Context: an optimization exercise on an open-source flow, tuned for small area, a short achievable clock period and few clock cycles. The choices shown serve that exercise and are no tape-out recipe.
In this exercise RTL edits were held to simulation tests only and were not proved equivalent to the original.

== the baseline ==
Design fwdkm_seq, start of the top module:
module fwdkm_seq #(
  parameter int unsigned NJ    = 3,
  parameter int unsigned ANG_W = 32,
  parameter int unsigned COS_W = 32,
  parameter int unsigned LEN_W = 16,
  parameter int unsigned ACC_W = 64
) (
  input  logic                 clk,
  input  logic                reset,
  input  logic                in_valid,
  output logic                in_ready,
  input  logic [ANG_W-1:0]    yaw_ang,
  input  logic [NJ*ANG_W-1:0] jnt_ang,
  input  logic [NJ*ANG_W-1:0] jnt_off,
  input  logic [NJ*LEN_W-1:0] link_len,
  input  logic [LEN_W-1:0]    base_h,
  output logic                cos_req_valid,
  input  logic                cos_req_ready,
  output logic [ANG_W-1:0]    cos_req_angle,
  input  logic                cos_rsp_valid,
  input  logic [COS_W-1:0]    cos_rsp_data,
  output logic                out_valid,
  input  logic                out_ready,
  output logic [ACC_W-1:0]    pos_x,
  output logic [ACC_W-1:0]    pos_y,
  output logic [ACC_W-1:0]    pos_z,
  output logic                busy
);
==> flow/config.mk <==
export PLATFORM = sky130hd
export DESIGN_NAME = fwdkm_seq
export DESIGN_NICKNAME = fwdkm_seq
export VERILOG_FILES = /design/flow/design.v
export SDC_FILE = /design/flow/constraint.sdc
export NUM_CORES = 4
export LEC_CHECK = 0
export CAP_MARGIN = 20
export CORE_MARGIN = 5
export CORE_UTILIZATION = 40
export CTS_BUF_LIST = sky130_fd_sc_hd__clkbuf_8
export CTS_CLUSTER_DIAMETER = 80
export CTS_CLUSTER_SIZE = 15
export SLEW_MARGIN = 20
export SYNTH_HIERARCHICAL = 1
export TNS_END_PERCENT = 0
==> flow/constraint.sdc <==
create_clock -name core_clock -period 13.0 [get_ports {clk}]
set_input_delay 2.6000 -clock core_clock [delete_from_list [all_inputs] [get_ports {clk}]]
set_output_delay 2.6000 -clock core_clock [all_outputs]
set_load 0.01 [all_outputs]
standard.sh (not shown) runs the stock make flow with config.mk's settings and CLKGATE_MAP_FILE= SYNTH_SCRIPT=/design/flow/synth_recipe.tcl, a recipe that flattens the netlist after the stock synthesis.
==> flow/flow/run.sh <==
#!/bin/bash
set -euo pipefail
bash standard.sh SETUP_SLACK_MARGIN=7.5 'BUFFER_PORTS_ARGS=-buffer_cell sky130_fd_sc_hd__buf_1' finish > standard_flow.log 2>&1
Testbench counts of the baseline, summed over its fixed seeds: cycles 3,144.
The following lists how the candidate was set up differently from the baseline:
diff --git a/flow/design.v b/flow/design.v
--- a/flow/design.v
+++ b/flow/design.v
@@ -150,13 +150,13 @@
       l2_q <= link_len[47:32];
     end else if (mac_v_q && mac_a_q) begin
       l1_q <= l2_q;
     end
     if (req_fire && q_q[0] && q_q != 3'd7)
       ra_q <= (q_q == 3'd5) ? yw_q : abase + (q_q[1] ? s2_q : s1_q);
-    creg_q <= (ans && rsp_k <= 3'd5) ? cos_rsp_data : '0;
+    creg_q <= cos_rsp_data;
   end
   logic [8:0]  bm_one;
   logic [7:0]  bm_two, bm_neg;
   logic [15:0] lnext;
   logic [8:0]  bn_one, bn_two, bn_neg;
   assign lnext = accept ? link_len[15:0] : l1_q;
@@ -175,20 +175,21 @@
       bm_two <= bn_two[7:0];
       bm_neg <= bn_neg[7:0];
     end
   end
   logic [RW-1:0] acc_in, mac_sum;
   always_comb begin
-    if (!mac_v_q)     acc_in = x_q;
-    else if (mac_z_q) acc_in = '0;
+    if (mac_z_q)      acc_in = '0;
     else if (mac_b_q) acc_in = {4'd0, bh_q, 30'd0};
-    else              acc_in = y_q;
+    else                      acc_in = y_q;
   end
   always_ff @(posedge clk) begin
-    x_q <= mac_sum;
-    if (mac_v_q) y_q <= x_q;
+    if (mac_v_q) begin
+      x_q <= mac_sum;
+      y_q <= x_q;
+    end
   end
   logic [2:0] yz_one, yz_two, yz_neg, yx_one, yx_two, yx_neg;
   logic [6:0] wz, wx;
   logic [2:0] nz_one, nz_two, nz_neg, nx_one, nx_two, nx_neg;
   assign wz = ans6 ? {cos_rsp_data[5:0], 1'b0} : c6_q[11:5];
   assign wx = ans7 ? {cos_rsp_data[5:0], 1'b0} : c7_q[11:5];
--- outcome ---
The run with more routed wire is the candidate, not the baseline. On initial cell density of the core, the candidate and the baseline are basically level. Looking at cell at the slowest stage of the critical path, the fa_2 result is from the baseline; the fa_1 one comes from the candidate. Diff the candidate and the baseline: area overhead of the layout relative to synthesis higher in the candidate. Die area, the candidate and the baseline: smaller value in the baseline. Clock skew on the candidate is down relative to the baseline. On netlist area before placement: the candidate sits above the baseline. Compared with the baseline, in the candidate data arrival time of the worst path went down by 0.13 ns; synthesized netlist net count -0.46%.
Testbench counts of the candidate, summed over its fixed seeds: cycles 3,144.

## port drivers added, routing unchanged
Ports are ideal in the flow. The routed layouts listed here were re-timed in OpenROAD.
Step 1, drivers: a clkbuf_16 drives clk and a buf_2 each remaining input, both assumed.
Step 2, shift: input delay + t, output delay - t, t = (earliest + latest rising clock arrival at the registers) / 2. This alone moves slack from input paths to output paths.
Three values: no drivers, after step 1, after step 2; two values: the first two.
run | shift t [ns] | setup slack, ns | worst setup path at the end | cell pins on the clock port's net
the baseline | 0.861 | 7.123 / 7.055 / 6.882 | input to register | 1
the candidate | 0.846 | 7.091 / 7.014 / 6.913 | input to register | 1
After both steps every run listed still meets setup and hold. The setup slack of the baseline, which loses most, moves by -0.068 ns with the drivers and by -0.241 ns with both steps.
